Background: an optimization exercise with open tools, aiming at small area, a short achievable clock period and few clock cycles per item. Do not read the settings as production practice. In this exercise RTL edits were held to simulation tests only and were not proved equivalent to the original.

v6:
## idct_8x8
module idct_8x8 #(
    parameter int DATA_W      = 16,
    parameter int COEF_FRAC   = 14,
    parameter int LEVEL_SHIFT = 0
) (
    input  logic              clk,
    input  logic              rst_n,
    input  logic              in_valid,
    output logic              in_ready,
    input  logic [DATA_W-1:0] in_data,
    output logic              out_valid,
    input  logic              out_ready,
    output logic [7:0]        out_data,
    output logic              busy,
    output logic              block_done
);
    function automatic logic [5:0] tr6(input logic [5:0] a);
        tr6 = {a[2:0], a[5:3]};
    endfunction
    function automatic logic [7:0] tr8(input logic [7:0] a);
        tr8 = {a[7:6], a[2:0], a[5:3]};
    endfunction
    logic [15:0] r_fh, r_ft;
    logic        r_fhv, r_ftv;
    logic        w_in_hs, w_f_pop;
    logic [2:0]  r_ru_k;
    assign in_ready = ~r_ftv;
    assign w_in_hs  = in_valid & ~r_ftv;
    always_ff @(posedge clk) begin
        if (w_f_pop ? (r_ftv || w_in_hs) : (w_in_hs && !r_fhv))
            r_fh <= r_ftv ? r_ft : in_data;
        if (w_in_hs && (r_ftv || (r_fhv && !w_f_pop)))
            r_ft <= in_data;
    end
    always_ff @(posedge clk or negedge rst_n) begin
        if (!rst_n) begin
            r_fhv  <= 1'b0;
            r_ftv  <= 1'b0;
            r_ru_k <= 3'd0;
        end else begin
            if (w_f_pop) r_ru_k <= r_ru_k + 3'd1;
            r_fhv <= r_ftv || w_in_hs || (r_fhv && !w_f_pop);
            r_ftv <= (r_ftv && !w_f_pop) || (w_in_hs && ((r_fhv && !w_f_pop) || r_ftv));
        end
    end
    logic         w_ru_done;
    logic [127:0] w_ru_res;
    logic         w_ru_ok7;
    assign w_f_pop = r_fhv && (r_ru_k != 3'd7 || w_ru_ok7);
    idct_mac8 u_ru (
        .clk(clk), .rst_n(rst_n),
        .in_v(w_f_pop), .in_x(r_fh), .in_k(r_ru_k),
        .done(w_ru_done), .res(w_ru_res)
    );
  ...
For scale: ~12,000 cells after synthesis.
export LEC_CHECK = 0
export CAP_MARGIN = 20
export CORE_MARGIN = 2
export CORE_UTILIZATION = 55
export CTS_CLUSTER_DIAMETER = 100
export CTS_CLUSTER_SIZE = 20
export SLEW_MARGIN = 20
create_clock -name core_clock -period 12.0 [get_ports {clk}]
standard.sh (not shown) runs the stock make flow with config.mk's settings and CLKGATE_MAP_FILE= SYNTH_SCRIPT=/design/flow/synth_recipe.tcl, a recipe that flattens the netlist after the stock synthesis.
==> flow/flow/run.sh <==
#!/bin/bash
# Standard ORFS layout at the design's clock and constraints; the timing
# repair after CTS and after global routing is asked to keep extra setup
# slack so that the achieved period shrinks. Tool output goes to flow.log.
set -euo pipefail
bash standard.sh SETUP_SLACK_MARGIN=6.8 finish > flow.log 2>&1
Testbench counts of v6, summed over its fixed seeds: cycles 5,096, items 64.
For v7, these inputs were changed with respect to v6:
diff --git a/flow/design.v b/flow/design.v
--- a/flow/design.v
+++ b/flow/design.v
@@ -17,42 +17,40 @@
     function automatic logic [5:0] tr6(input logic [5:0] a);
         tr6 = {a[2:0], a[5:3]};
     endfunction
     function automatic logic [7:0] tr8(input logic [7:0] a);
         tr8 = {a[7:6], a[2:0], a[5:3]};
     endfunction
-    logic [15:0] r_fh, r_ft;
-    logic        r_fhv, r_ftv;
-    logic        w_in_hs, w_f_pop;
-    logic [2:0]  r_ru_k;
-    assign in_ready = ~r_ftv;
-    assign w_in_hs  = in_valid & ~r_ftv;
+    logic [15:0] r_x;
+    logic        r_xv, r_rdy;
+    logic [2:0]  r_xk, r_ru_k, w_k_nx;
+    logic        w_in_hs;
+    logic        w_ok7_nx;
+    assign in_ready = r_rdy;
+    assign w_in_hs  = in_valid && r_rdy;
+    assign w_k_nx   = r_ru_k + {2'd0, w_in_hs};
     always_ff @(posedge clk) begin
-        if (w_f_pop ? (r_ftv || w_in_hs) : (w_in_hs && !r_fhv))
-            r_fh <= r_ftv ? r_ft : in_data;
-        if (w_in_hs && (r_ftv || (r_fhv && !w_f_pop)))
-            r_ft <= in_data;
+        r_x  <= in_data;
+        r_xk <= r_ru_k;
     end
     always_ff @(posedge clk or negedge rst_n) begin
         if (!rst_n) begin
-            r_fhv  <= 1'b0;
-            r_ftv  <= 1'b0;
+            r_xv   <= 1'b0;
+            r_rdy  <= 1'b1;
             r_ru_k <= 3'd0;
         end else begin
-            if (w_f_pop) r_ru_k <= r_ru_k + 3'd1;
-            r_fhv <= r_ftv || w_in_hs || (r_fhv && !w_f_pop);
-            r_ftv <= (r_ftv && !w_f_pop) || (w_in_hs && ((r_fhv && !w_f_pop) || r_ftv));
+            r_xv   <= w_in_hs;
+            r_ru_k <= w_k_nx;
+            r_rdy  <= (w_k_nx != 3'd7) || w_ok7_nx;
         end
     end
     logic         w_ru_done;
     logic [127:0] w_ru_res;
-    logic         w_ru_ok7;
-    assign w_f_pop = r_fhv && (r_ru_k != 3'd7 || w_ru_ok7);
     idct_mac8 u_ru (
         .clk(clk), .rst_n(rst_n),
-        .in_v(w_f_pop), .in_x(r_fh), .in_k(r_ru_k),
+        .in_v(r_xv), .in_x(r_x), .in_k(r_xk),
         .done(w_ru_done), .res(w_ru_res)
     );
     localparam int PH_BW = 12;            
     localparam int PH_BR = PH_BW + 50;    
     localparam int PH_PW = PH_BR + 12;    
     localparam int PH_PR = PH_PW + 50;    
@@ -61,20 +59,21 @@
     endfunction
     logic [5:0] r_ph;
     logic [15:0] sr [8];
     logic [3:0]  sr_cnt;
     logic [7:0]  r_wb, r_rb;
     logic        w_b_wr, w_b_rd;
-    logic [7:0]  w_bfill;
     logic [3:0]  w_b_wd, w_b_rdd;
     logic [15:0] bring [64];
-    logic [7:0]  w_brow;
+    logic [7:0]  w_brow, w_brow_nx;
+    logic [5:0]  w_ph_nx;
     assign w_brow   = r_wb + {4'd0, sr_cnt};
     assign w_b_wr   = (sr_cnt != 4'd0);
-    assign w_bfill  = w_brow - r_rb;
-    assign w_ru_ok7 = (r_ph - w_brow[5:0] == 6'(PH_BW - 4)) && (w_bfill <= 8'd56);
+    assign w_brow_nx = w_brow + (w_ru_done ? 8'd8 : 8'd0);
+    assign w_ok7_nx  = (w_ph_nx - w_brow_nx[5:0] == 6'(PH_BW - 5)) &&
+                       (w_brow_nx - r_rb - {7'd0, w_b_rd} <= 8'd56);
     assign w_b_wd   = r_wb[6] ? 4'd7 + {1'b0, r_wb[5:3]} - {1'b0, r_wb[2:0]} : 4'd7;
     always_ff @(posedge clk) begin
         if (w_ru_done) begin
             for (int i = 0; i < 8; i++) sr[i] <= w_ru_res[16*i +: 16];
         end else begin
             for (int i = 0; i < 7; i++) sr[i] <= sr[i+1];
@@ -198,20 +197,21 @@
     assign out_data   = r_od;
     assign block_done = out_ready && r_olast;
     logic [9:0] r_pend;
     logic [9:0] w_pend_nx;
     logic       r_busy;
     assign w_pend_nx = r_pend + {9'd0, w_in_hs} - {9'd0, w_out_hs};
+    assign w_ph_nx   = (w_in_hs && r_pend == 10'd0) ? 6'd1 : r_ph + 6'd1;
     always_ff @(posedge clk or negedge rst_n) begin
         if (!rst_n) begin
             r_pend <= 10'd0;
             r_busy <= 1'b0;
             r_ph   <= 6'd0;
         end else begin
             r_pend <= w_pend_nx;
-            r_ph   <= (w_in_hs && r_pend == 10'd0) ? 6'd1 : r_ph + 6'd1;
+            r_ph   <= w_ph_nx;
             r_busy <= (w_pend_nx != 10'd0);
         end
     end
     assign busy = r_busy;
 endmodule
 module idct_mac8 #(
Results
v7: done, clean on timing, DRC and antenna
[compare] base=v6 new=v7: aggregate routed wire length level; fill cell instance count of the final layout went down by 73.
The higher worst max-slew margin expressed relative to the limit of v6 and v7 is in v7.
Testbench counts of v7, summed over its fixed seeds: cycles 5,096, items 64.

[re-timing with driven ports]
No port has a modelled driver above. Below, the same layouts with a new extraction and two added sets of constraints. Step 1 sets driving cells, clkbuf_16 on the clock port and buf_2 on the other inputs (assumed; they add their load-dependent delay and slew). Step 2, shift: input delay + t, output delay - t, t = (earliest + latest rising clock arrival at the registers) / 2. This alone moves slack from input paths to output paths. Three values: no drivers, after step 1, after step 2; two values: the first two.
run	t (ns)	setup WS [ns]	hold slack, ns	slew at the worst register clock pin (ns)
v6	0.917	6.830 / 6.810 / 6.156	0.286 / 0.286 / 0.286	0.10 / 0.10
v7	0.944	6.845 / 6.822 / 6.342	0.291 / 0.291 / 0.291	0.09 / 0.09
After both steps every run listed still meets setup and hold. The setup slack of v6, which loses most, moves by -0.020 ns with the drivers and by -0.674 ns with both steps.
